Context: an optimization exercise on an open-source flow, tuned for small area and a short achievable clock period. The choices shown serve that exercise and are no tape-out recipe.
Where RTL was checked, it was by simulation tests only, not by an equivalence proof against the original.
Only the layout flow was run in run 3; the RTL was not checked for function there.
Power figures rest on the tool's default switching activity, not on a simulated workload.

==> design/flow/design.v <==
`timescale 1ns/100ps
package csr_pkg;
    typedef enum logic [1:0] {
        csr_op_rw = 2'b01,
        csr_op_rs = 2'b10,
        csr_op_rc = 2'b11
    } csr_op_e;
    typedef enum logic [1:0] {
        priv_user    = 2'b00,
        priv_machine = 2'b11
    } priv_e;
    typedef enum logic [4:0] {
        csr_sel_none,
        csr_sel_mstatus,
        csr_sel_misa,
        csr_sel_mtvec,
        csr_sel_mscratch,
        csr_sel_mepc,
        csr_sel_mcause,
        csr_sel_mhartid,
        csr_sel_mcycle,
        csr_sel_mcycleh,
        csr_sel_minstret,
        csr_sel_minstreth,
        csr_sel_cycle,
        csr_sel_cycleh,
        csr_sel_instret,
        csr_sel_instreth
    } csr_sel_e;
    typedef struct packed {
        logic [18:0] zero_hi;
        logic [1:0]  mpp;
        logic [2:0]  zero_mid;
        logic        mpie;
        logic [2:0]  zero_lo2;
        logic        mie;
        logic [2:0]  zero_lo;
    } mstatus_t;
endpackage
`timescale 1ns/100ps
module csr_g_nor2 (input logic a, b, output logic y);
    assign y = !(a || b);
endmodule
module csr_g_nor3 (input logic a, b, c, output logic y);
    assign y = !(a || b || c);
endmodule
module csr_g_nor3b (input logic a, b, cn, output logic y);
    assign y = !(a || b || !cn);
endmodule
module csr_g_nor4bb (input logic a, b, cn, dn, output logic y);
    assign y = !(a || b || !cn || !dn);
endmodule
module csr_g_and3b (input logic an, b, c, output logic y);
    assign y = !an && b && c;
endmodule
module csr_g_and3 (input logic a, b, c, output logic y);
    assign y = a && b && c;
endmodule
module csr_g_and4bb (input logic an, bn, c, d, output logic y);
    assign y = !an && !bn && c && d;
endmodule
module csr_g_nor2b (input logic a, bn, output logic y);
    assign y = !(a || !bn);
endmodule
module csr_g_nand3 (input logic a, b, c, output logic y);
    assign y = !(a && b && c);
endmodule
module csr_g_nand4 (input logic a, b, c, d, output logic y);
    assign y = !(a && b && c && d);
endmodule
module csr_illegal (
    input  logic [11:0] a,
    input  logic        new_request,
    input  logic        pm,
    output logic        illegal
);
    logic x, xb, z543, z543b, z620, z_ab7, z21, m61, m620, h_f0, f_765, f_3142, h_b, h_c;
    csr_g_and3   g_x     (.a(pm), .b(a[9]), .c(a[8]), .y(x));           
    csr_g_and3   g_xb    (.a(pm), .b(a[9]), .c(a[8]), .y(xb));
    csr_g_nor3   g_z543  (.a(a[5]), .b(a[4]), .c(a[3]), .y(z543));
    csr_g_nor3   g_z543b (.a(a[5]), .b(a[4]), .c(a[3]), .y(z543b));
    csr_g_nor3   g_z620  (.a(a[6]), .b(a[2]), .c(a[0]), .y(z620));
    csr_g_nor3   g_zab7  (.a(a[11]), .b(a[10]), .c(a[7]), .y(z_ab7));
    csr_g_nor2   g_z21   (.a(a[2]), .b(a[1]), .y(z21));
    csr_g_nor3b  g_m61   (.a(a[6]), .b(a[1]), .cn(a[0]), .y(m61));      
    csr_g_nor3b  g_m620  (.a(a[2]), .b(a[0]), .cn(a[6]), .y(m620));     
    csr_g_and3b  g_hf0   (.an(a[0]), .b(a[11]), .c(a[10]), .y(h_f0));   
    csr_g_nor3   g_f765  (.a(a[7]), .b(a[6]), .c(a[5]), .y(f_765));
    csr_g_nor4bb g_f3142 (.a(a[3]), .b(a[1]), .cn(a[4]), .dn(a[2]), .y(f_3142));  
    csr_g_nor2b  g_hb    (.a(a[10]), .bn(a[11]), .y(h_b));              
    csr_g_and4bb g_hc    (.an(a[9]), .bn(a[8]), .c(a[11]), .d(a[10]), .y(h_c));  
    logic n1a, n1b, n1c, n2, n3, n4;
    csr_g_nand4 g_n1a (.a(x), .b(z_ab7), .c(z543), .d(z21),  .y(n1a));
    csr_g_nand4 g_n1b (.a(x), .b(z_ab7), .c(z543), .d(m61),  .y(n1b));
    csr_g_nand4 g_n1c (.a(x), .b(z_ab7), .c(z543), .d(m620), .y(n1c));
    csr_g_nand4 g_n2  (.a(xb), .b(h_f0),  .c(f_765), .d(f_3142), .y(n2));
    csr_g_nand4 g_n3  (.a(xb), .b(h_b),   .c(z543b), .d(z620), .y(n3));
    csr_g_nand3 g_n4  (.a(h_c), .b(z543b), .c(z620), .y(n4));
    logic u1, u2;
    csr_g_nand3 g_u1 (.a(n1a), .b(n1b), .c(n1c), .y(u1));
    csr_g_nand3 g_u2 (.a(n2),  .b(n3),  .c(n4),  .y(u2));
    csr_g_nor3b g_ill (.a(u1), .b(u2), .cn(new_request), .y(illegal));
endmodule
module csr_g_a222oi (input logic a1, a2, b1, b2, c1, c2, output logic y);
    assign y = !((a1 && a2) || (b1 && b2) || (c1 && c2));
endmodule
module csr_g_a22oi (input logic a1, a2, b1, b2, output logic y);
    assign y = !((a1 && a2) || (b1 && b2));
endmodule
module csr_g_nand2 (input logic a, b, output logic y);
    assign y = !(a && b);
endmodule
module csr_g_and2 (input logic a, b, output logic y);
    assign y = a && b;
endmodule
module csr_g_and4 (input logic a, b, c, d, output logic y);
    assign y = a && b && c && d;
endmodule
module csr_g_a21o (input logic a1, a2, b1, output logic y);
    assign y = (a1 && a2) || b1;
endmodule
module csr_g_inv (input logic a, output logic y);
    assign y = !a;
endmodule
module csr_g_xor2 (input logic a, b, output logic y);
    assign y = a ^ b;
endmodule
module csr_g_xnor2 (input logic a, b, output logic y);
    assign y = !(a ^ b);
endmodule
module csr_g_mux2i (input logic a0, a1, s, output logic y);
    assign y = !(s ? a1 : a0);
endmodule
module csr_g_nand4b (input logic an, b, c, d, output logic y);
    assign y = !(!an && b && c && d);
endmodule
module csr_g_nand3b (input logic an, b, c, output logic y);
    assign y = !(!an && b && c);
endmodule
module csr_g_nand2b (input logic an, b, output logic y);
    assign y = !(!an && b);
endmodule
module csr_g_o31ai (input logic a1, a2, a3, b1, output logic y);
    assign y = !((a1 || a2 || a3) && b1);
endmodule
module csr_wdec (
    input  logic [11:0] a,
    input  logic        commit,
    input  logic        pm,
    input  logic        rst,
    input  logic        exc,
    input  logic        inc,
    output logic        en_mtvec,
    output logic        en_mscratch,
    output logic        en_mepc,
    output logic        en_mcause,
    output logic        we_mstatus,
    output logic        sel_cyc_lo,
    output logic        sel_cyc_hi,
    output logic        sel_ins_lo,
    output logic        sel_ins_hi,
    output logic        ncin_cyc,
    output logic        ncin_ins
);
    logic g1, m3a, m3b, ct1, ct2, ct3, z61, z210, z21, z20, z62, z10;
    logic nrst, nexc, na7, na1;
    csr_g_and4  g_g1   (.a(commit), .b(pm), .c(a[9]), .d(a[8]), .y(g1));    
    csr_g_nor3  g_m3a  (.a(a[11]), .b(a[10]), .c(a[7]), .y(m3a));
    csr_g_nor3  g_m3b  (.a(a[5]), .b(a[4]), .c(a[3]), .y(m3b));
    csr_g_nor2b g_ct1  (.a(a[10]), .bn(a[11]), .y(ct1));                   
    csr_g_nor3  g_ct2  (.a(a[6]), .b(a[5]), .c(a[4]), .y(ct2));
    csr_g_nor3  g_ct3  (.a(a[3]), .b(a[2]), .c(a[0]), .y(ct3));
    csr_g_nor2  g_z61  (.a(a[6]), .b(a[1]), .y(z61));
    csr_g_nor3  g_z210 (.a(a[2]), .b(a[1]), .c(a[0]), .y(z210));
    csr_g_nor2  g_z21  (.a(a[2]), .b(a[1]), .y(z21));
    csr_g_nor2  g_z20  (.a(a[2]), .b(a[0]), .y(z20));
    csr_g_nor2  g_z62  (.a(a[6]), .b(a[2]), .y(z62));
    csr_g_nor2  g_z10  (.a(a[1]), .b(a[0]), .y(z10));
    csr_g_inv   g_nrst (.a(rst), .y(nrst));
    csr_g_inv   g_nexc (.a(exc), .y(nexc));
    csr_g_inv   g_na7  (.a(a[7]), .y(na7));
    csr_g_inv   g_na1  (.a(a[1]), .y(na1));
    logic nm3, nwc;
    csr_g_nand3 g_nm3 (.a(g1), .b(m3a), .c(m3b), .y(nm3));
    csr_g_nand4 g_nwc (.a(g1), .b(ct1), .c(ct2), .d(ct3), .y(nwc));
    logic nwe_mtvec, nwe_msc, nwe_mepc, nwe_mcause, nwe_mstatus, t_ins;
    csr_g_nand4b g_wtv (.an(nm3), .b(z61), .c(a[2]), .d(a[0]), .y(nwe_mtvec));    
    csr_g_nand3b g_wsc (.an(nm3), .b(a[6]), .c(z210), .y(nwe_msc));               
    csr_g_nand4b g_wep (.an(nm3), .b(a[6]), .c(z21), .d(a[0]), .y(nwe_mepc));     
    csr_g_nand4b g_wca (.an(nm3), .b(a[6]), .c(z20), .d(a[1]), .y(nwe_mcause));   
    csr_g_nand3b g_wst (.an(nm3), .b(z62), .c(z10), .y(nwe_mstatus));             
    csr_g_o31ai  g_scl (.a1(nwc), .a2(a[7]), .a3(a[1]), .b1(nrst), .y(sel_cyc_lo));
    csr_g_o31ai  g_sch (.a1(nwc), .a2(na7),  .a3(a[1]), .b1(nrst), .y(sel_cyc_hi));
    csr_g_o31ai  g_sil (.a1(nwc), .a2(a[7]), .a3(na1),  .b1(nrst), .y(sel_ins_lo));
    csr_g_o31ai  g_sih (.a1(nwc), .a2(na7),  .a3(na1),  .b1(nrst), .y(sel_ins_hi));
    csr_g_nor2   g_ncc (.a(nwc), .b(a[1]), .y(ncin_cyc));
    csr_g_nand2b g_tin (.an(nwc), .b(a[1]), .y(t_ins));
    csr_g_nand2  g_nci (.a(inc), .b(t_ins), .y(ncin_ins));
    csr_g_nand2 g_etv (.a(nrst), .b(nwe_mtvec), .y(en_mtvec));
    csr_g_nand2 g_esc (.a(nrst), .b(nwe_msc), .y(en_mscratch));
    csr_g_nand3 g_eep (.a(nrst), .b(nexc), .c(nwe_mepc), .y(en_mepc));
    csr_g_nand3 g_eca (.a(nrst), .b(nexc), .c(nwe_mcause), .y(en_mcause));
    csr_g_inv   g_wms (.a(nwe_mstatus), .y(we_mstatus));
endmodule
`timescale 1ns/100ps
module csr_ctr_next (
    input  logic [63:0] q,
    input  logic        ncin,      
    input  logic        sel_lo,    
    input  logic        sel_hi,    
    input  logic [31:0] wdrn,      
    output logic [63:0] d
);
    logic [15:0] nl1, nl2, nl3, na;
    for (genvar g = 0; g < 16; g++) begin : g_grp
        csr_g_inv   g_l1 (.a(q[4*g]), .y(nl1[g]));
        csr_g_nand2 g_l2 (.a(q[4*g]), .b(q[4*g+1]), .y(nl2[g]));
        csr_g_nand3 g_l3 (.a(q[4*g]), .b(q[4*g+1]), .c(q[4*g+2]), .y(nl3[g]));
        csr_g_nand4 g_l4 (.a(q[4*g]), .b(q[4*g+1]), .c(q[4*g+2]), .d(q[4*g+3]), .y(na[g]));
    end
    logic [3:0] sl1, sl2, sl3, sh, nsa;
    for (genvar s = 0; s < 4; s++) begin : g_sup
        csr_g_inv   g_s1 (.a(na[4*s]), .y(sl1[s]));
        csr_g_nor2  g_s2 (.a(na[4*s]), .b(na[4*s+1]), .y(sl2[s]));
        csr_g_nor3  g_s3 (.a(na[4*s]), .b(na[4*s+1]), .c(na[4*s+2]), .y(sl3[s]));
        csr_g_nor2  g_sh (.a(na[4*s+2]), .b(na[4*s+3]), .y(sh[s]));
        csr_g_nand2 g_sa (.a(sl2[s]), .b(sh[s]), .y(nsa[s]));
    end
    logic [3:1] sg;
    csr_g_inv  g_sg1 (.a(nsa[0]), .y(sg[1]));
    csr_g_nor2 g_sg2 (.a(nsa[0]), .b(nsa[1]), .y(sg[2]));
    csr_g_nor3 g_sg3 (.a(nsa[0]), .b(nsa[1]), .c(nsa[2]), .y(sg[3]));
    logic [15:1] ng;
    assign ng[1] = na[0];
    csr_g_inv g_ng2 (.a(sl2[0]), .y(ng[2]));
    csr_g_inv g_ng3 (.a(sl3[0]), .y(ng[3]));
    assign ng[4] = nsa[0];
    csr_g_inv g_ng8  (.a(sg[2]), .y(ng[8]));
    csr_g_inv g_ng12 (.a(sg[3]), .y(ng[12]));
    for (genvar s = 1; s < 4; s++) begin : g_ng
        csr_g_nand2 g_j1 (.a(sg[s]), .b(sl1[s]), .y(ng[4*s+1]));
        csr_g_nand2 g_j2 (.a(sg[s]), .b(sl2[s]), .y(ng[4*s+2]));
        csr_g_nand2 g_j3 (.a(sg[s]), .b(sl3[s]), .y(ng[4*s+3]));
    end
    logic [63:0] c;
    csr_g_inv  g_c0 (.a(ncin), .y(c[0]));
    csr_g_nor2 g_c1 (.a(nl1[0]), .b(ncin), .y(c[1]));
    csr_g_nor2 g_c2 (.a(nl2[0]), .b(ncin), .y(c[2]));
    csr_g_nor2 g_c3 (.a(nl3[0]), .b(ncin), .y(c[3]));
    for (genvar g = 1; g < 16; g++) begin : g_c
        csr_g_nor2 g_k0 (.a(ng[g]), .b(ncin), .y(c[4*g]));
        csr_g_nor3 g_k1 (.a(ng[g]), .b(nl1[g]), .c(ncin), .y(c[4*g+1]));
        csr_g_nor3 g_k2 (.a(ng[g]), .b(nl2[g]), .c(ncin), .y(c[4*g+2]));
        csr_g_nor3 g_k3 (.a(ng[g]), .b(nl3[g]), .c(ncin), .y(c[4*g+3]));
    end
    for (genvar i = 0; i < 64; i++) begin : g_bit
        logic nt;
        csr_g_xnor2 g_t (.a(q[i]), .b(c[i]), .y(nt));
        csr_g_mux2i g_d (.a0(nt), .a1(wdrn[i % 32]), .s(i < 32 ? sel_lo : sel_hi), .y(d[i]));
    end
endmodule
`timescale 1ns/100ps
module csr_read_mux (
    input  logic        s_st, s_isa, s_tv, s_sc, s_ep, s_ca,
    input  logic        s_cl, s_ch, s_il, s_ih,
    input  logic [31:0] mstatus_v,
    input  logic [31:0] mtvec_v, mscratch_v, mepc_v, mcause_v,
    input  logic [63:0] cyc, ins,
    output logic [31:0] rdata
);
    localparam logic [31:0] MSTATUS_BITS = 32'h0000_1888;
    localparam logic [31:0] MISA_BITS    = 32'h4000_0100;
    logic n_isa;
    assign n_isa = !s_isa;
    for (genvar i = 0; i < 32; i++) begin : g_bit
        logic t1, t2, t3, t4;
        if (i >= 2) begin : g_full
            csr_g_a222oi g_t1 (.a1(s_sc), .a2(mscratch_v[i]), .b1(s_ep), .b2(mepc_v[i]),
                               .c1(s_ca), .c2(mcause_v[i]), .y(t1));
            csr_g_a22oi  g_t3 (.a1(s_ih), .a2(ins[32+i]), .b1(s_tv), .b2(mtvec_v[i]), .y(t3));
        end else begin : g_low
            csr_g_a22oi  g_t1 (.a1(s_sc), .a2(mscratch_v[i]), .b1(s_ca), .b2(mcause_v[i]), .y(t1));
            csr_g_nand2  g_t3 (.a(s_ih), .b(ins[32+i]), .y(t3));
        end
        csr_g_a222oi g_t2 (.a1(s_cl), .a2(cyc[i]), .b1(s_ch), .b2(cyc[32+i]),
                           .c1(s_il), .c2(ins[i]), .y(t2));
        if (MSTATUS_BITS[i]) begin : g_st
            csr_g_nand2 g_t4 (.a(s_st), .b(mstatus_v[i]), .y(t4));
            csr_g_nand4 g_y  (.a(t1), .b(t2), .c(t3), .d(t4), .y(rdata[i]));
        end else if (MISA_BITS[i]) begin : g_isa
            csr_g_nand4 g_y  (.a(t1), .b(t2), .c(t3), .d(n_isa), .y(rdata[i]));
        end else begin : g_plain
            csr_g_nand3 g_y  (.a(t1), .b(t2), .c(t3), .y(rdata[i]));
        end
    end
endmodule
`timescale 1ns/100ps
module csr_unit (
    input  logic                      clk,
    input  logic                      rst,
    input  logic                      new_request,
    input  logic [12-1:0]    csr_addr,
    input  logic [1:0]                csr_op,
    input  logic [32-1:0]      rs1,
    input  logic                      read_regs,
    input  logic                      commit,
    input  logic                      exception_valid,
    input  logic [4-1:0]   exception_code,
    input  logic [32-1:0]      exception_pc,
    input  logic                      mret,
    input  logic                      instruction_complete,
    output logic                      csr_exception,
    output logic [32-1:0]      wb_csr,
    output logic [32-1:0]      trap_pc,
    output logic [32-1:0]      csr_mepc,
    output logic [1:0]                current_privilege
);
    logic        pm;
    logic        pm_dec;
    logic        mie, mpie;
    logic [1:0]  mpp;
    logic [31:2] mtvec;
    logic [31:2] mepc;
    logic [31:0] mcause;
    logic [31:0] mscratch;
    logic [63:0] mcycle;
    logic [63:0] minstret;
    logic        instret_inc;
    logic [11:0] a;
    assign a = csr_addr;
    logic is_m3, is_ctr;
    logic h_mstatus, h_misa, h_mtvec, h_mscratch, h_mepc, h_mcause, h_mhartid;
    logic h_cyc_lo, h_cyc_hi, h_ins_lo, h_ins_hi;
    assign is_m3      = a[11:8] == 4'h3;
    assign h_mstatus  = is_m3 && a[7:0] == 8'h00;
    assign h_misa     = is_m3 && a[7:0] == 8'h01;
    assign h_mtvec    = is_m3 && a[7:0] == 8'h05;
    assign h_mscratch = is_m3 && a[7:0] == 8'h40;
    assign h_mepc     = is_m3 && a[7:0] == 8'h41;
    assign h_mcause   = is_m3 && a[7:0] == 8'h42;
    assign h_mhartid  = a == 12'hF14;
    assign is_ctr     = (a[11:8] == 4'hB || a[11:8] == 4'hC) && a[6:2] == 5'd0 && !a[0];
    assign h_cyc_lo   = is_ctr && !a[7] && !a[1];
    assign h_cyc_hi   = is_ctr &&  a[7] && !a[1];
    assign h_ins_lo   = is_ctr && !a[7] &&  a[1];
    assign h_ins_hi   = is_ctr &&  a[7] &&  a[1];
    csr_illegal illegal_i (
        .a           (a),
        .new_request (new_request),
        .pm          (pm_dec),
        .illegal     (csr_exception)
    );
    logic [31:0] wd, wdr;
    always_comb begin
        case (csr_op)
            2'b10:   wd = wb_csr | rs1;
            2'b11:   wd = wb_csr & ~rs1;
            default: wd = rs1;
        endcase
    end
    assign wdr = wd & {32{!rst}};
    logic we_mstatus, en_mtvec, en_mscratch, en_mepc, en_mcause;
    logic sel_cyc_lo, sel_cyc_hi, sel_ins_lo, sel_ins_hi, ncin_cyc, ncin_ins;
    csr_wdec wdec_i (
        .a           (a),
        .commit      (commit),
        .pm          (pm),
        .rst         (rst),
        .exc         (exception_valid),
        .inc         (instret_inc),
        .en_mtvec    (en_mtvec),
        .en_mscratch (en_mscratch),
        .en_mepc     (en_mepc),
        .en_mcause   (en_mcause),
        .we_mstatus  (we_mstatus),
        .sel_cyc_lo  (sel_cyc_lo),
        .sel_cyc_hi  (sel_cyc_hi),
        .sel_ins_lo  (sel_ins_lo),
        .sel_ins_hi  (sel_ins_hi),
        .ncin_cyc    (ncin_cyc),
        .ncin_ins    (ncin_ins)
    );
    always_ff @(posedge clk) begin
        if (rst) begin
            pm   <= 1'b1;
            mie  <= 1'b0;
            mpie <= 1'b0;
            mpp  <= 2'b11;
        end else if (exception_valid) begin
            pm   <= 1'b1;
            mpie <= mie;
            mie  <= 1'b0;
            mpp  <= {pm, pm};
        end else if (mret) begin
            pm   <= mpp == 2'b11;
            mie  <= mpie;
            mpie <= 1'b1;
            mpp  <= 2'b00;
        end else if (we_mstatus) begin
            mie  <= wd[3];
            mpie <= wd[7];
            mpp  <= wd[12:11];
        end
    end
    logic pm_dec_nx;
    csr_g_a21o g_pm_dec_nx (.a1(mpp[1]), .a2(mpp[0]), .b1(exception_valid), .y(pm_dec_nx));
    always_ff @(posedge clk) begin
        if (rst)
            pm_dec <= 1'b1;
        else if (exception_valid || mret)
            pm_dec <= pm_dec_nx;
    end
    always_ff @(posedge clk) begin
        if (en_mtvec)
            mtvec <= wdr[31:2];
        if (en_mscratch)
            mscratch <= wdr;
        if (en_mepc)
            mepc <= (exception_valid ? exception_pc[31:2] : wd[31:2]) & {30{!rst}};
        if (en_mcause)
            mcause <= (exception_valid ? {28'd0, exception_code} : wd) & {32{!rst}};
    end
    logic [63:0] cyc_d, ins_d;
    logic [31:0] wdrn;
    assign wdrn = ~wdr;
    csr_ctr_next cyc_next_i (
        .q      (mcycle),
        .ncin   (ncin_cyc),
        .sel_lo (sel_cyc_lo),
        .sel_hi (sel_cyc_hi),
        .wdrn   (wdrn),
        .d      (cyc_d)
    );
    csr_ctr_next ins_next_i (
        .q      (minstret),
        .ncin   (ncin_ins),
        .sel_lo (sel_ins_lo),
        .sel_hi (sel_ins_hi),
        .wdrn   (wdrn),
        .d      (ins_d)
    );
    always_ff @(posedge clk) begin
        instret_inc <= instruction_complete && !rst;
        mcycle      <= cyc_d;
        minstret    <= ins_d;
    end
    logic        rd;
    logic [31:0] rdata;
    assign rd = read_regs && !rst;
    csr_read_mux read_i (
        .s_st       (rd && h_mstatus),
        .s_isa      (rd && h_misa),
        .s_tv       (rd && h_mtvec),
        .s_sc       (rd && h_mscratch),
        .s_ep       (rd && h_mepc),
        .s_ca       (rd && h_mcause),
        .s_cl       (rd && h_cyc_lo),
        .s_ch       (rd && h_cyc_hi),
        .s_il       (rd && h_ins_lo),
        .s_ih       (rd && h_ins_hi),
        .mstatus_v  ({19'd0, mpp, 3'd0, mpie, 3'd0, mie, 3'd0}),
        .mtvec_v    ({mtvec, 2'b00}),
        .mscratch_v (mscratch),
        .mepc_v     ({mepc, 2'b00}),
        .mcause_v   (mcause),
        .cyc        (mcycle),
        .ins        (minstret),
        .rdata      (rdata)
    );
    always_ff @(posedge clk)
        wb_csr <= rdata;
    assign trap_pc           = {mtvec, 2'b00};
    assign csr_mepc          = {mepc, 2'b00};
    assign current_privilege = {pm, pm};
endmodule
==> design/flow/flow/run.sh <==
#!/bin/bash
# Standard layout (standard.sh) with two changes:
# - the port buffers are inserted as buf_1 (later repair sizes them up where needed);
# - before floorplan, every combinational cell is set to the smallest drive
#   strength of its function (downsize.tcl); the floorplan, placement and CTS
#   repair steps then size up what timing, slew and capacitance need.
# ORFS writes each step's full log under orfs/logs/; make's output goes to standard.log.
set -euo pipefail
here="$(cd "$(dirname "${BASH_SOURCE[0]}")" && pwd)"
export BUFFER_PORTS_ARGS="-buffer_cell sky130_fd_sc_hd__buf_1"
export PRE_FLOORPLAN_TCL="$here/downsize.tcl"
bash standard.sh finish > standard.log 2>&1
==> design/flow/flow/downsize.tcl <==
# Before floorplan: set every combinational cell to the smallest drive
# strength of its function. The floorplan, placement and CTS repair steps
# then size up what timing, slew and capacitance need.
set db [ord::get_db]
set block [ord::get_db_block]
set n 0
foreach inst [$block getInsts] {
  set master [$inst getMaster]
  set name [$master getName]
  if { ![regexp {^(sky130_fd_sc_hd__[a-z0-9]+)_([0-9]+)$} $name -> base drive] } { continue }
  if { [regexp {__(df|edf|sdf|dl|sedf|conb|clk|tap|fill|decap|diode|lpflow|probe)} $base] } { continue }
  set best $master
  set best_area [expr { [$master getWidth] * [$master getHeight] }]
  foreach d {0 1 2} {
    set cand [$db findMaster "${base}_$d"]
    if { $cand == "NULL" || $cand == "" } { continue }
    set a [expr { [$cand getWidth] * [$cand getHeight] }]
    if { $a < $best_area } {
      set best $cand
      set best_area $a
    }
  }
  if { $best != $master } {
    $inst swapMaster $best
    incr n
  }
}
puts "downsize: $n cells set to a smaller drive strength"
==> design/flow/standard.sh <==
#!/bin/bash
# synth_recipe.tcl (not shown) runs the flow's synth.tcl, then flattens the netlist and writes it again
# the make line also repeats each setting of config.mk as NAME=value (left out here)
make -C /OpenROAD-flow-scripts/flow DESIGN_CONFIG=/design/flow/config.mk WORK_HOME=/design/flow/orfs CLKGATE_MAP_FILE= SYNTH_SCRIPT=/design/flow/synth_recipe.tcl "${@:-finish}"
==> design/flow/config.mk <==
export PLATFORM = sky130hd
export DESIGN_NAME = csr_unit
export DESIGN_NICKNAME = csr_unit
export VERILOG_FILES = /design/flow/design.v
export SDC_FILE = /design/flow/constraint.sdc
export NUM_CORES = 4
export LEC_CHECK = 0
export CAP_MARGIN = 20
export CORE_MARGIN = 2
export CORE_UTILIZATION = 40
export SETUP_SLACK_MARGIN = 1.75
export SLEW_MARGIN = 20
export SYNTH_HIERARCHICAL = 1
==> design/flow/constraint.sdc <==
create_clock -name core_clock -period 4.2 [get_ports {clk}]
set_input_delay 0.8400 -clock core_clock [delete_from_list [all_inputs] [get_ports {clk}]]
set_output_delay 0.8400 -clock core_clock [all_outputs]
set_load 0.01 [all_outputs]
==> metrics.md, run 1 <==
| Metric | Value |
|---|---|
| Met1 GRT Util | `30.94%` |
| RR Startpoint | `mcycle[0]` |
| FMAX | `0.3897 GHz` |
| M2 GR Usage | `40.69%` |
| Reg2Reg Setup Slack | `1.92 ns` |
| Clock network latency to the later pin of the worst-skew pair | `0.51 ns` |
| DRC violation count after routing | `0` |
| Die width | `190.0 um` |
| Depth of the worst hold-timing path | `2` |
| Top-level I/O count | `roughly 190` |
| Number of diodes | `0` |
| Final estimated routing congestion in global placement | `0.8823` |
| Total via count in the routed design | `11,700` |
| Count of buffers from port buffering | `182` |
| Share of layout cells above drive strength 1 | `9.889%` |
| RSZ-0062 raised after global routing | `true` |
| Length in cells of the worst reg-to-reg path | `8` |
| Count of final setup violators | `0` |
| Outcome | `finished clean` |
| Routed Antenna Nets | `0` |
| Clock tree from TritonCTS | `yes` |
| Maximum VDD drop | `226.5 uV` |
| Final period utilization | `61.09%` |
| Routed length per placed instance | `around 21 um` |
| Final Slew Violations | `0` |
| Post-Route Hold Slack | `0.5007 ns` |
| Fill cells | `around 3,200` |
| Most frequent cell on the critical path | `sky130_fd_sc_hd__buf_2` |
| Average vias per placed instance | `5.643` |
| Met3 usage in global routing | `2.822%` |
| H-tree lvl count | `2` |
| Global-route wire length before repair | `65.89 mm` |
| Hold WC Path Type | `reg2reg` |
| Cell chain of the critical path | `buf_2, nor3_1, nand4_1, nand3_1, nor3b_2, buf_2` |
| Clock-pin slew on the worst setup and hold paths | `roughly 0.050 ns` |
| Worst EP required | `3.36 ns` |
| Register Area | `between 0.007 and 0.008 mm^2` |
| Biggest cell delay along the critical path | `0.26 ns` |
| Global route overflow | `0` |
| Number of buffers created by CTS | `34` |
| Slowest library cell on the worst path | `sky130_fd_sc_hd__nor3_1` |
| Post-route setup TNS | `0 ns` |
| Sink of the worst hold path | `wb_csr[0]` |
| Critical path peak fanout | `13` |
| Final Hold Violating Endpoints | `0` |
| Critical path class | `in2out` |
| Slew of the pin with the lowest slew margin | `0.9564 ns` |
| Effective utilization at floorplan | `40.36%` |
| Reg2Reg Capture Point | `mcycle[63]` |
| Pleak | `~6.1 nW` |
| Clk_skew | `0.01131 ns` |
| Worst min-delay path startpoint | `mscratch[0]` |
| Maximum root-to-sink buffer count | `3` |
| Shortest clock period the worst path allows after layout | `2.566 ns` |
| Vias in the first global route | `11,310` |
| Data arrival, critical path | `1.73 ns` |
| Sort of element at the start of the critical path | `primary input` |
| Yosys warning count | `7` |
| Core footprint | `between 0.03 and 0.04 mm^2` |
| Number of optimization iterations in the first detailed-route pass | `7` |
| Number of DRC markers in iteration 0 | `1,144` |
| Element type at the critical path end | `output pin` |
| Die boundary height | `between 150 and 200 um` |
| GRT Resource Usage Total | `23.56%` |
| Clock root cell | `sky130_fd_sc_hd__clkbuf_16` |
| Detail Placement HPWL | `around 29 mm` |
| Total of max-cap violations | `0` |
| Count of clock tree sinks | `291` |
| Die area | `0.03610 mm^2` |
| Max-Slew Margin vs Limit | `a little over a third` |
| Largest net degree at the start of global routing | `76` |
| Cts hold-fix bufs | `0` |
| Power Dens Cells | `between 400 and 500 mW/mm^2` |
| Total Routed Length | `43.06 mm` |
| Post-Synthesis Cells | `1,350` |
| Multi-input gate area in the final layout | `0.006588 mm^2` |
| Number of antenna violations at the first check in global routing | `0` |
| Site Rows | `68` |
| Net count, final | `1,683` |
| Most Used Layer, Global Route | `met2` |
## stage by stage
step | util [%] | setup WS (ns) | power [W] | instances | area, um^2
detailed placement | 45.24 | 0.9048 | 0.004063 | 2001 | 15510
global route | 49.35 | 1.562 | 0.007255 | 2073 | 16920
global placement | 45.24 | 0.9847 | 0.004042 | 2001 | 15510
floorplan | - | 1.049 | 0.003787 | 1353 | 14030
finish | 49.35 | 1.634 | 0.006989 | 2073 | 16920
CTS | 49.10 | 1.641 | 0.007045 | 2071 | 16830
## flip-flops by register name, summed over array words and instances (netlist names)
signal       cells
mpp              2
pm               1
minstret        64
instret_inc      1
mcycle          64
mscratch        32
wb_csr          32
mcause          32
mie              1
mtvec           30
mpie             1
mepc            30
pm_dec           1
## area by class of cell
class / count / share of cell area, %
clock buffers: 49 / 6.034
clock inverters: 12 / 0.7099
inverters: 88 / 1.952
multi-input cells: 944 / 38.93
flip-flops and latches: 291 / 41.77
well taps: 455 / 3.365
repair buffers: 234 / 7.232
## worst max-delay path by stage
stage               depth (start not counted)             to   startpoint  slack, ns
finish                                      6  csr_exception  csr_addr[6]       1.63
global route                                7  csr_exception  csr_addr[1]       1.56
floorplan                                   4      mcycle[0]  csr_addr[9]       1.05
global placement                            8     mcycle[42]  csr_addr[2]       0.98
detailed placement                          8     mcycle[19]  csr_addr[2]       0.90
CTS                                         8  csr_exception  csr_addr[1]       1.64
## layer usage
| metal | wire length (um) | vias to the layer above |
|---|---|---|
| li1 | - | 5525 |
| met1 | 18320 | 5699 |
| met2 | 21280 | 406 |
| met3 | 2349 | 67 |
| met4 | 1103 | 0 |
| met5 | 0 | - |
## worst max-delay path, delay by kind of cell
family / cells / cell delay [ns]
buffers and inverters: 2 / 0.32
AND/OR/NAND/NOR: 4 / 0.56
## what timing repair did
item | in CTS | in global routing
cloned | 0 | 0
setup endpoints to repair | 149 | 63
setup buffers | 9 | 2
pin swaps | 11 | 4
gates resized for setup | 31 | 11
## cells in the final DEF (no fill, tap or decap), types with 8 or more instances in the layout
| cell type | instances |
|---|---|
| sky130_fd_sc_hd__dfxtp_1 | 166 |
| sky130_fd_sc_hd__nand4_1 | 42 |
| sky130_fd_sc_hd__edfxtp_1 | 124 |
| sky130_fd_sc_hd__nand2_1 | 101 |
| sky130_fd_sc_hd__buf_1 | 169 |
| sky130_fd_sc_hd__a22oi_1 | 32 |
| sky130_fd_sc_hd__nor3_1 | 110 |
| sky130_fd_sc_hd__xnor2_1 | 128 |
| sky130_fd_sc_hd__a222oi_1 | 62 |
| sky130_fd_sc_hd__inv_1 | 87 |
| sky130_fd_sc_hd__o21ai_1 | 20 |
| sky130_fd_sc_hd__a32oi_1 | 23 |
| sky130_fd_sc_hd__a21oi_1 | 16 |
| sky130_fd_sc_hd__buf_2 | 8 |
| sky130_fd_sc_hd__nor2b_1 | 32 |
| sky130_fd_sc_hd__clkbuf_16 | 37 |
| sky130_fd_sc_hd__nor2_1 | 91 |
| sky130_fd_sc_hd__buf_6 | 9 |
| sky130_fd_sc_hd__buf_4 | 41 |
| sky130_fd_sc_hd__nand3_1 | 66 |
| sky130_fd_sc_hd__mux2i_1 | 128 |
## where the power goes
group | leakage [nW] | internal [W] | total, W | switching, W
combinational | 2.95 | 0.000253 | 0.000615 | 0.000362
clock | 0.556 | 0.00182 | 0.00297 | 0.00116
sequential | 2.64 | 0.00319 | 0.00340 | 0.000214
total | 6.14 | 0.00526 | 0.00699 | 0.00173
==> run 2: changes to the inputs <==
--- a/design/flow/config.mk
+++ b/design/flow/config.mk
@@ -9,4 +9,7 @@
 export CORE_MARGIN = 2
 export CORE_UTILIZATION = 40
+export CTS_BUF_LIST = sky130_fd_sc_hd__clkbuf_8
+export CTS_CLUSTER_DIAMETER = 60
+export CTS_CLUSTER_SIZE = 12
 export SETUP_SLACK_MARGIN = 1.75
 export SLEW_MARGIN = 20
==> run 2 against run 1 <==
Sequential share of layout area increased by 1.5 points. Clock skew rose by 0.0096 ns. Synthesized cell count did not move. Setup slack about the same. Power decreased by 15%. Still clean on timing, DRC and antenna. Final cell count is 0.29% lower. Non-clock buffer count fell by 2. Combinational power about the same. Flip-flop and latch count unchanged.
==> metrics.md, run 2 <==
| Metric | Value |
|---|---|
| Number of antenna violations at the first check in global routing | `0 (unchanged)` |
| Reg2Reg Capture Point | `mcycle[63]` |
| Worst EP required | `3.36 ns (about the same)` |
| Most common cell after layout, fill and taps aside | `sky130_fd_sc_hd__buf_1` |
| Count of final setup violators | `0 (unchanged)` |
| Number of buffers created by CTS | `31 (-8.8%)` |
| Power Dens Cells | `365.6 mW/mm^2 (-11%)` |
| Slowest library cell on the worst path | `sky130_fd_sc_hd__nor3_1` |
| Post-route setup TNS | `0 ns (unchanged)` |
| Count of buffers from port buffering | `182 (unchanged)` |
| Sort of element at the start of the critical path | `primary input` |
| Share of layout cells above drive strength 1 | `8.809% (-1.1 points)` |
| FMAX | `0.3898 GHz (about the same)` |
| Shortest clock period the worst path allows after layout | `2.565 ns (-0.0003800 ns)` |
| GRT Resource Usage Total | `23.31% (-0.25 points)` |
| Global route overflow | `0 (unchanged)` |
| Slew of the pin with the lowest slew margin | `0.9789 ns (+0.02241 ns)` |
| Clock-pin slew on the worst setup and hold paths | `0.07 ns (+0.02 ns)` |
| Top-level I/O count | `189 (unchanged)` |
| Final period utilization | `61.08% (about the same)` |
| Clock network latency to the later pin of the worst-skew pair | `0.59 ns (+0.08 ns)` |
| Die boundary height | `190.0 um (unchanged)` |
| Yosys warning count | `7 (unchanged)` |
| Site Rows | `68 (unchanged)` |
| Depth of the worst hold-timing path | `2 (unchanged)` |
| DRC violation count after routing | `0 (unchanged)` |
| Number of DRC markers in iteration 0 | `1,134 (-0.87%)` |
| Global-route wire length before repair | `65.63 mm (-0.40%)` |
| Top Family by Delay on Critical Path | `simple AND/OR/NAND/NOR gates` |
| Largest registers ranked by flip-flop count | `mcycle x64, minstret x64` |
| Worst min-delay path startpoint | `instruction_complete` |
| Element type at the critical path end | `output pin` |
| Reg2Reg Setup Slack | `1.90 ns (-0.02 ns)` |
| Routed length per placed instance | `20.68 um (-0.46%)` |
| Count of buffering cells on the critical path with inverters included | `2 (unchanged)` |
| Maximum VDD drop | `216.0 uV (-4.6%)` |
| Effective utilization at floorplan | `40.36% (unchanged)` |
| Final Hold Violating Endpoints | `0 (unchanged)` |
| Data arrival, critical path | `1.73 ns (about the same)` |
| Critical path peak fanout | `13 (unchanged)` |
| Number of diodes | `0 (unchanged)` |
| Final estimated routing congestion in global placement | `0.8823 (unchanged)` |
| Clk_skew | `0.02094 ns (+0.009631 ns)` |
| H-tree lvl count | `1 (-1)` |
| Outcome | `finished clean` |
| Routed Antenna Nets | `0 (unchanged)` |
| Vias in the first global route | `11,190 (-1.1%)` |
| Cts hold-fix bufs | `0 (unchanged)` |
| Total via count in the routed design | `11,700 (+0.043%)` |
| Hold WC Path Type | `in2reg` |
| Length in cells of the worst reg-to-reg path | `8 (unchanged)` |
| Critical path class | `in2out` |
| RSZ-0062 raised after global routing | `true` |
| Maximum root-to-sink buffer count | `3 (unchanged)` |
| Count of clock tree sinks | `291 (unchanged)` |
| Average vias per placed instance | `5.661 (+0.33%)` |
| RR Startpoint | `mcycle[0]` |
| Detail Placement HPWL | `28.71 mm (unchanged)` |
| Timing startpoint of the critical path | `csr_addr[6]` |
| Core footprint | `0.03429 mm^2 (unchanged)` |
| Total of max-cap violations | `0 (unchanged)` |
| Final Slew Violations | `0 (unchanged)` |
| Die width | `190.0 um (unchanged)` |
| Largest net degree at the start of global routing | `76 (unchanged)` |
| Pleak | `5.945 nW (-3.2%)` |
| Biggest cell delay along the critical path | `0.26 ns (about the same)` |
| Die area | `0.03610 mm^2 (unchanged)` |
| Total Routed Length | `42.74 mm (-0.75%)` |
| Sink of the worst hold path | `instret_inc` |
| Max-Slew Margin vs Limit | `34.74% (-1.5 points)` |
| Net count, final | `1,678 (-0.30%)` |
| Final Worst Setup Slack | `1.635 ns (+0.0003800 ns)` |
| Most frequent cell on the critical path | `sky130_fd_sc_hd__buf_2` |
| Cell chain of the critical path | `buf_2, nor3_1, nand4_1, nand3_1, nor3b_2, buf_2` |
| Most used cells in the layout excluding fill and tap cells | `sky130_fd_sc_hd__buf_1, sky130_fd_sc_hd__dfxtp_1, sky130_fd_sc_hd__mux2i_1, sky130_fd_sc_hd__xnor2_1, sky130_fd_sc_hd__edfxtp_1` |
| Clock root cell | `sky130_fd_sc_hd__clkbuf_8` |
| Pre-CTS setup slack | `0.9048 ns (unchanged)` |
| Post-Synthesis Cells | `1,350 (unchanged)` |
| Number of optimization iterations in the first detailed-route pass | `9 (+2)` |
| Clock tree from TritonCTS | `yes` |
[run 2: cell types whose count changed in the layout (fill, tap and decap cells not counted), sizes merged]
cell / delta
bufinv: +1
clkinvlp: -2
inv: +17
clkinv: -5
buf: -2
clkbuf: -15
[run 2: power breakdown]
group          leakage [nW]  switching (W)  internal (W)
combinational          2.92       0.000361      0.000252
sequential             2.64       0.000213       0.00318
clock                 0.390        0.00102      0.000938
total                  5.94        0.00159       0.00437
[run 2: layer usage]
metal  part of all wire, %  GRT usage (%)
met5                     0              0
met4                   1.9          5.128
met3                   5.5          2.601
met2                    50          40.97
met1                    42          30.88
[run 2: timing repair]
| item | 4_1_cts | 5_1_grt |
|---|---|---|
| pin swaps | 8 | 3 |
| gates cloned | 0 | 0 |
| endpoints found under the setup margin | 129 | 138 |
| setup buffers | 5 | 4 |
| resized for setup | 30 | 3 |
[run 2: how the worst max path moves through the flow]
stage               endpoint  slack [ns]  cells past startpoint
6_report       csr_exception        1.63                      6
5_1_grt        csr_exception        1.56                      7
4_1_cts        csr_exception        1.64                      8
3_5_place_dp      mcycle[19]        0.90                      8
3_3_place_gp      mcycle[42]        0.98                      8
2_1_floorplan      mcycle[0]        1.05                      4
[run 2: area by class of cell]
type,instances,area [um^2]
clock buffers,34,467.9
clock inverters,23,183.9
fillers,3282,17970
inverters,88,330.3
multi-input cells,944,6555
flip-flops and latches,291,7068
well taps,455,569.3
repair buffers,232,1147
[run 2: stage by stage]
stage / cell area, um^2 / total power [W] / hold slack (ns) / utilization [%] / cells
after CTS: 16290 / 0.006025 / 0.4675 / 47.50 / 2063
after global placement: 15510 / 0.004042 / 0.4830 / 45.24 / 2001
final: 16320 / 0.005967 / 0.5042 / 47.60 / 2067
after floorplan: 14030 / 0.003787 / 0.4472 / - / 1353
after global routing: 16320 / 0.006223 / 0.4835 / 47.60 / 2067
after detailed placement: 15510 / 0.004063 / 0.4885 / 45.24 / 2001
==> run 3: changes to the inputs <==
--- a/design/flow/design.v
+++ b/design/flow/design.v
@@ -146,4 +146,5 @@
 module csr_wdec (
     input  logic [11:0] a,
+    input  logic        read_regs,
     input  logic        commit,
     input  logic        pm,
@@ -161,5 +162,7 @@
     output logic        sel_ins_hi,
     output logic        ncin_cyc,
-    output logic        ncin_ins
+    output logic        ncin_ins,
+    output logic        s_st, s_isa, s_tv, s_sc, s_ep, s_ca,
+    output logic        s_cl, s_ch, s_il, s_ih
 );
     logic g1, m3a, m3b, ct1, ct2, ct3, z61, z210, z21, z20, z62, z10;
@@ -190,11 +193,37 @@
     csr_g_nand4b g_wca (.an(nm3), .b(a[6]), .c(z20), .d(a[1]), .y(nwe_mcause));   
     csr_g_nand3b g_wst (.an(nm3), .b(z62), .c(z10), .y(nwe_mstatus));             
-    csr_g_o31ai  g_scl (.a1(nwc), .a2(a[7]), .a3(a[1]), .b1(nrst), .y(sel_cyc_lo));
-    csr_g_o31ai  g_sch (.a1(nwc), .a2(na7),  .a3(a[1]), .b1(nrst), .y(sel_cyc_hi));
-    csr_g_o31ai  g_sil (.a1(nwc), .a2(a[7]), .a3(na1),  .b1(nrst), .y(sel_ins_lo));
-    csr_g_o31ai  g_sih (.a1(nwc), .a2(na7),  .a3(na1),  .b1(nrst), .y(sel_ins_hi));
+    csr_g_o31ai  g_xcl (.a1(nwc), .a2(a[7]), .a3(a[1]), .b1(nrst), .y(sel_cyc_lo));
+    csr_g_o31ai  g_xch (.a1(nwc), .a2(na7),  .a3(a[1]), .b1(nrst), .y(sel_cyc_hi));
+    csr_g_o31ai  g_xil (.a1(nwc), .a2(a[7]), .a3(na1),  .b1(nrst), .y(sel_ins_lo));
+    csr_g_o31ai  g_xih (.a1(nwc), .a2(na7),  .a3(na1),  .b1(nrst), .y(sel_ins_hi));
     csr_g_nor2   g_ncc (.a(nwc), .b(a[1]), .y(ncin_cyc));
     csr_g_nand2b g_tin (.an(nwc), .b(a[1]), .y(t_ins));
     csr_g_nand2  g_nci (.a(inc), .b(t_ins), .y(ncin_ins));
+    logic rd, r1, rc, hc1, nr3, nctb, nctc, nct;
+    logic np_st, np_isa, np_tv, np_sc, np_ep, np_ca;
+    csr_g_nor2b  g_rd   (.a(rst), .bn(read_regs), .y(rd));                
+    csr_g_and3   g_r1   (.a(rd), .b(a[9]), .c(a[8]), .y(r1));
+    csr_g_nor3b  g_rc   (.a(a[9]), .b(a[8]), .cn(rd), .y(rc));            
+    csr_g_and2   g_hc1  (.a(a[11]), .b(a[10]), .y(hc1));
+    csr_g_nand3  g_nr3  (.a(r1), .b(m3a), .c(m3b), .y(nr3));
+    csr_g_nand4  g_nctb (.a(r1), .b(ct1), .c(ct2), .d(ct3), .y(nctb));    
+    csr_g_nand4  g_nctc (.a(rc), .b(hc1), .c(ct2), .d(ct3), .y(nctc));    
+    csr_g_and2   g_nct  (.a(nctb), .b(nctc), .y(nct));
+    csr_g_nand2  g_pst  (.a(z62), .b(z10), .y(np_st));                    
+    csr_g_nand3  g_pisa (.a(z61), .b(z21), .c(a[0]), .y(np_isa));         
+    csr_g_nand3  g_ptv  (.a(z61), .b(a[2]), .c(a[0]), .y(np_tv));         
+    csr_g_nand2  g_psc  (.a(a[6]), .b(z210), .y(np_sc));                  
+    csr_g_nand3  g_pep  (.a(a[6]), .b(z21), .c(a[0]), .y(np_ep));         
+    csr_g_nand3  g_pca  (.a(a[6]), .b(z20), .c(a[1]), .y(np_ca));         
+    csr_g_nor2   g_sst  (.a(nr3), .b(np_st),  .y(s_st));
+    csr_g_nor2   g_sisa (.a(nr3), .b(np_isa), .y(s_isa));
+    csr_g_nor2   g_stv  (.a(nr3), .b(np_tv),  .y(s_tv));
+    csr_g_nor2   g_ssc  (.a(nr3), .b(np_sc),  .y(s_sc));
+    csr_g_nor2   g_sep  (.a(nr3), .b(np_ep),  .y(s_ep));
+    csr_g_nor2   g_sca  (.a(nr3), .b(np_ca),  .y(s_ca));
+    csr_g_nor3   g_scl  (.a(nct), .b(a[7]), .c(a[1]), .y(s_cl));
+    csr_g_nor3b  g_sch  (.a(nct), .b(a[1]), .cn(a[7]), .y(s_ch));
+    csr_g_nor3b  g_sil  (.a(nct), .b(a[7]), .cn(a[1]), .y(s_il));
+    csr_g_and3b  g_sih  (.an(nct), .b(a[7]), .c(a[1]), .y(s_ih));
     csr_g_nand2 g_etv (.a(nrst), .b(nwe_mtvec), .y(en_mtvec));
     csr_g_nand2 g_esc (.a(nrst), .b(nwe_msc), .y(en_mscratch));
@@ -329,20 +358,4 @@
     logic [11:0] a;
     assign a = csr_addr;
-    logic is_m3, is_ctr;
-    logic h_mstatus, h_misa, h_mtvec, h_mscratch, h_mepc, h_mcause, h_mhartid;
-    logic h_cyc_lo, h_cyc_hi, h_ins_lo, h_ins_hi;
-    assign is_m3      = a[11:8] == 4'h3;
-    assign h_mstatus  = is_m3 && a[7:0] == 8'h00;
-    assign h_misa     = is_m3 && a[7:0] == 8'h01;
-    assign h_mtvec    = is_m3 && a[7:0] == 8'h05;
-    assign h_mscratch = is_m3 && a[7:0] == 8'h40;
-    assign h_mepc     = is_m3 && a[7:0] == 8'h41;
-    assign h_mcause   = is_m3 && a[7:0] == 8'h42;
-    assign h_mhartid  = a == 12'hF14;
-    assign is_ctr     = (a[11:8] == 4'hB || a[11:8] == 4'hC) && a[6:2] == 5'd0 && !a[0];
-    assign h_cyc_lo   = is_ctr && !a[7] && !a[1];
-    assign h_cyc_hi   = is_ctr &&  a[7] && !a[1];
-    assign h_ins_lo   = is_ctr && !a[7] &&  a[1];
-    assign h_ins_hi   = is_ctr &&  a[7] &&  a[1];
     csr_illegal illegal_i (
         .a           (a),
@@ -362,6 +375,8 @@
     logic we_mstatus, en_mtvec, en_mscratch, en_mepc, en_mcause;
     logic sel_cyc_lo, sel_cyc_hi, sel_ins_lo, sel_ins_hi, ncin_cyc, ncin_ins;
+    logic s_st, s_isa, s_tv, s_sc, s_ep, s_ca, s_cl, s_ch, s_il, s_ih;
     csr_wdec wdec_i (
         .a           (a),
+        .read_regs   (read_regs),
         .commit      (commit),
         .pm          (pm),
@@ -379,5 +394,15 @@
         .sel_ins_hi  (sel_ins_hi),
         .ncin_cyc    (ncin_cyc),
-        .ncin_ins    (ncin_ins)
+        .ncin_ins    (ncin_ins),
+        .s_st        (s_st),
+        .s_isa       (s_isa),
+        .s_tv        (s_tv),
+        .s_sc        (s_sc),
+        .s_ep        (s_ep),
+        .s_ca        (s_ca),
+        .s_cl        (s_cl),
+        .s_ch        (s_ch),
+        .s_il        (s_il),
+        .s_ih        (s_ih)
     );
     always_ff @(posedge clk) begin
@@ -445,18 +470,16 @@
         minstret    <= ins_d;
     end
-    logic        rd;
     logic [31:0] rdata;
-    assign rd = read_regs && !rst;
     csr_read_mux read_i (
-        .s_st       (rd && h_mstatus),
-        .s_isa      (rd && h_misa),
-        .s_tv       (rd && h_mtvec),
-        .s_sc       (rd && h_mscratch),
-        .s_ep       (rd && h_mepc),
-        .s_ca       (rd && h_mcause),
-        .s_cl       (rd && h_cyc_lo),
-        .s_ch       (rd && h_cyc_hi),
-        .s_il       (rd && h_ins_lo),
-        .s_ih       (rd && h_ins_hi),
+        .s_st       (s_st),
+        .s_isa      (s_isa),
+        .s_tv       (s_tv),
+        .s_sc       (s_sc),
+        .s_ep       (s_ep),
+        .s_ca       (s_ca),
+        .s_cl       (s_cl),
+        .s_ch       (s_ch),
+        .s_il       (s_il),
+        .s_ih       (s_ih),
         .mstatus_v  ({19'd0, mpp, 3'd0, mpie, 3'd0, mie, 3'd0}),
         .mtvec_v    ({mtvec, 2'b00}),
==> run 3 against run 2 <==
Synthesized cell count down 0.30%. Critical path depth up 2. Sequential power about the same. Still clean. Flip-flop and latch count unchanged. Non-clock buffer count down 14. Clock skew down 0.0029 ns. Register-to-register slack about the same. Wire length down 0.18%. Sequential share of layout area up 0.50 points. Worst hold slack worse by 0.034 ns. Utilization down 0.54 points. Power down 2.1%. Critical endpoint unchanged.
==> metrics.md, run 3 <==
| Metric | Value |
|---|---|
| Core footprint | `0.03429 mm^2 (unchanged)` |
| Most used cells in the layout excluding fill and tap cells | `sky130_fd_sc_hd__buf_1, sky130_fd_sc_hd__dfxtp_1, sky130_fd_sc_hd__mux2i_1, sky130_fd_sc_hd__xnor2_1, sky130_fd_sc_hd__edfxtp_1` |
| Biggest cell delay along the critical path | `0.15 ns (-0.11 ns)` |
| Total via count in the routed design | `11,540 (-1.4%)` |
| Met1 GRT Util | `29.90% (-0.99 points)` |
| Number of buffers created by CTS | `30 (-3.2%)` |
| Post-route setup TNS | `0 ns (unchanged)` |
| RSZ-0062 raised after global routing | `true` |
| Clock root cell | `sky130_fd_sc_hd__clkbuf_8` |
| Depth of the worst hold-timing path | `2 (unchanged)` |
| Die width | `189.8 um (-0.11%)` |
| Number of antenna violations at the first check in global routing | `1 (+1)` |
| Detail Placement HPWL | `28.61 mm (-0.37%)` |
| FMAX | `0.3923 GHz (+0.65%)` |
| M2 GR Usage | `40.26% (-0.71 points)` |
| Count of buffers from port buffering | `182 (unchanged)` |
| Critical path peak fanout | `3 (-10)` |
| Pleak | `5.820 nW (-2.1%)` |
| Number of DRC markers in iteration 0 | `840 (-26%)` |
| Final estimated routing congestion in global placement | `0.8450 (-4.2%)` |
| H-tree lvl count | `1 (unchanged)` |
| Most common cell after layout, fill and taps aside | `sky130_fd_sc_hd__buf_1` |
| Total of max-cap violations | `0 (unchanged)` |
| Routed Antenna Nets | `0 (unchanged)` |
| Placed insts | `1,985 (-0.80%)` |
| RR Startpoint | `pm` |
| Hold WC Path Type | `in2reg` |
| Sink of the worst hold path | `instret_inc` |
| Max-Slew Margin vs Limit | `26.71% (-8.0 points)` |
| Count of final setup violators | `0 (unchanged)` |
| Yosys warning count | `7 (unchanged)` |
| Routed length per placed instance | `20.82 um (+0.69%)` |
| Die area | `0.03602 mm^2 (-0.21%)` |
| Clock network latency to the later pin of the worst-skew pair | `0.59 ns (about the same)` |
| Average vias per placed instance | `5.634 (-0.48%)` |
| Power Dens Cells | `361.9 mW/mm^2 (-1.0%)` |
| Met3 usage in global routing | `2.287% (-0.31 points)` |
| Data arrival, critical path | `1.71 ns (-0.02 ns)` |
| Maximum root-to-sink buffer count | `3 (unchanged)` |
| GRT Resource Usage Total | `23.19% (-0.13 points)` |
| Global route overflow | `0 (unchanged)` |
| Number of optimization iterations in the first detailed-route pass | `6 (-3)` |
| Length in cells of the worst reg-to-reg path | `5 (-3)` |
| Cell chain of the critical path | `buf_1, buf_6, buf_6, nor3b_2, nand4_1, nand3_1, nor3b_2, buf_2` |
| Clk_skew | `0.01805 ns (-0.002892 ns)` |
| Total Routed Length | `42.66 mm (-0.18%)` |
| Reg2Reg Setup Slack | `1.91 ns (about the same)` |
| Final Hold Violating Endpoints | `0 (unchanged)` |
| Largest net degree at the start of global routing | `65 (-14%)` |
| Net count, final | `1,659 (-1.1%)` |
| Final period utilization | `60.69% (-0.39 points)` |
| Sort of element at the start of the critical path | `primary input` |
| Top-level I/O count | `189 (unchanged)` |
| Clock-pin slew on the worst setup and hold paths | `0.08 ns (about the same)` |
| Worst EP required | `3.36 ns (about the same)` |
| Slowest library cell on the worst path | `sky130_fd_sc_hd__nor3b_2` |
| Top Family by Delay on Critical Path | `simple AND/OR/NAND/NOR gates` |
| Finished Layout Cells | `2,049 (-0.87%)` |
| DRC violation count after routing | `0 (unchanged)` |
| Worst min-delay path startpoint | `instruction_complete` |
| Most Used Layer, Global Route | `met2` |
| Site Rows | `68 (unchanged)` |
| Count of clock tree sinks | `291 (unchanged)` |
| Effective utilization at floorplan | `40.27% (-0.088 points)` |
| Clock tree from TritonCTS | `yes` |
| Reg2Reg Capture Point | `mcause[8]` |
| Share of layout cells above drive strength 1 | `8.223% (-0.59 points)` |
| Critical path class | `in2out` |
| Post-Synthesis Cells | `1,346 (-0.30%)` |
| Cts hold-fix bufs | `0 (unchanged)` |
| Final Slew Violations | `0 (unchanged)` |
| Maximum VDD drop | `209.0 uV (-3.2%)` |
| Slew of the pin with the lowest slew margin | `1.099 ns (+0.1206 ns)` |
| Vias in the first global route | `11,220 (+0.29%)` |
| Largest registers ranked by flip-flop count | `mcycle x64, minstret x64` |
| Count of buffering cells on the critical path with inverters included | `4 (+2)` |
| Outcome | `finished clean` |
| Die boundary height | `189.8 um (-0.11%)` |
| Global-route wire length before repair | `65.09 mm (-0.81%)` |
| Element type at the critical path end | `output pin` |
| Shortest clock period the worst path allows after layout | `2.549 ns (-0.01654 ns)` |
run 3: cell types whose count changed in the layout (fill, tap and decap cells not counted), sizes merged, moves of 2 or more:
cell    before  now
buf        232  218
nor2        97   95
nand3       68   72
nand3b       4    2
nor3b        4    6
nand4       42   44
inv        105  108
clkbuf      34   32
nor3       118  114
and2         3    5
nand2      105  103
nor4bb       2    0
run 3: how the worst max path moves through the flow:
| stage | endpoint | from | depth (start not counted) |
|---|---|---|---|
| final | csr_exception | csr_addr[1] | 8 |
| after global placement | minstret[6] | csr_addr[6] | 10 |
| after floorplan | mcycle[0] | csr_addr[5] | 4 |
| after detailed placement | minstret[45] | csr_addr[6] | 10 |
| after CTS | csr_exception | csr_addr[1] | 7 |
| after global routing | csr_exception | csr_addr[1] | 8 |
run 3: timing repair:
| action | CTS | global route |
|---|---|---|
| endpoints found under the hold margin | 0 | 0 |
| pin swaps | 9 | 4 |
| setup buffers | 4 | 3 |
| resized for setup | 35 | 11 |
| endpoints found under the setup margin | 92 | 99 |
run 3: where the power goes:
group          switching [W]  leakage, nW  internal [W]
Clock                0.00101        0.371      0.000832
Sequential          0.000213         2.64       0.00318
Combinational       0.000356         2.81      0.000249
Total                0.00158         5.82       0.00426
run 3: per-layer routing:
metal  vias to the layer above  part of all wire (%)
li1                       5457                     -
met1                      5669                    43
met2                       347                    49
met3                        71                   4.8
met4                         0                   3.4
met5                         -                     0
run 3: area by class of cell:
| cell class | count | area (um^2) |
|---|---|---|
| fill | 3260 | 18150 |
| sequential | 291 | 7068 |
| multi-input combinational | 940 | 6559 |
| timing repair buffer | 218 | 1015 |
| tap | 455 | 569.3 |
| clock buffer | 32 | 440.4 |
| inverter | 88 | 330.3 |
| clock inverter | 24 | 152.6 |
| antenna | 1 | 2.502 |
run 3: stage by stage:
| step | hold slack [ns] | utilization (%) | instance area, um^2 | total power (W) | setup WS [ns] |
|---|---|---|---|---|---|
| after floorplan | 0.4472 | - | 13960 | 0.003782 | 1.023 |
| after global placement | 0.4845 | 44.74 | 15340 | 0.004030 | 1.092 |
| after detailed placement | 0.4884 | 44.74 | 15340 | 0.004053 | 1.041 |
| after CTS | 0.4469 | 46.86 | 16070 | 0.005888 | 1.685 |
| after global routing | 0.4582 | 47.06 | 16140 | 0.006080 | 1.614 |
| final | 0.4705 | 47.06 | 16140 | 0.005839 | 1.651 |

-- re-timing with driven ports --
The flow's constraints put no driver on any port. The routed layouts listed below were extracted and timed again, unchanged, in two steps.
Step 1 (the two cells are an assumption about what drives the block):
set clk [get_ports {clk}]
set_driving_cell -lib_cell sky130_fd_sc_hd__clkbuf_16 $clk
set_driving_cell -lib_cell sky130_fd_sc_hd__buf_2 [delete_from_list [all_inputs] $clk]
Step 2 times the ports against the registers' clock, not the clock port: input delays grow and output delays shrink by t, the midpoint of the rising clock arrivals with the driver on.
Three values: ideal ports, drivers, drivers and shift; two values: the first two.
run	shift t [ns]	slack for setup (ns)	worst setup path at the end
run 1	0.552	1.634 / 1.611 / 1.330	input to register
run 2	0.630	1.635 / 1.614 / 1.244	input to register
run 3	0.632	1.651 / 1.628 / 1.143	input to register
After both steps every run listed still meets setup and hold. For run 3, which loses most, drivers alone change the setup slack by -0.023 ns; drivers and shift together by -0.508 ns.
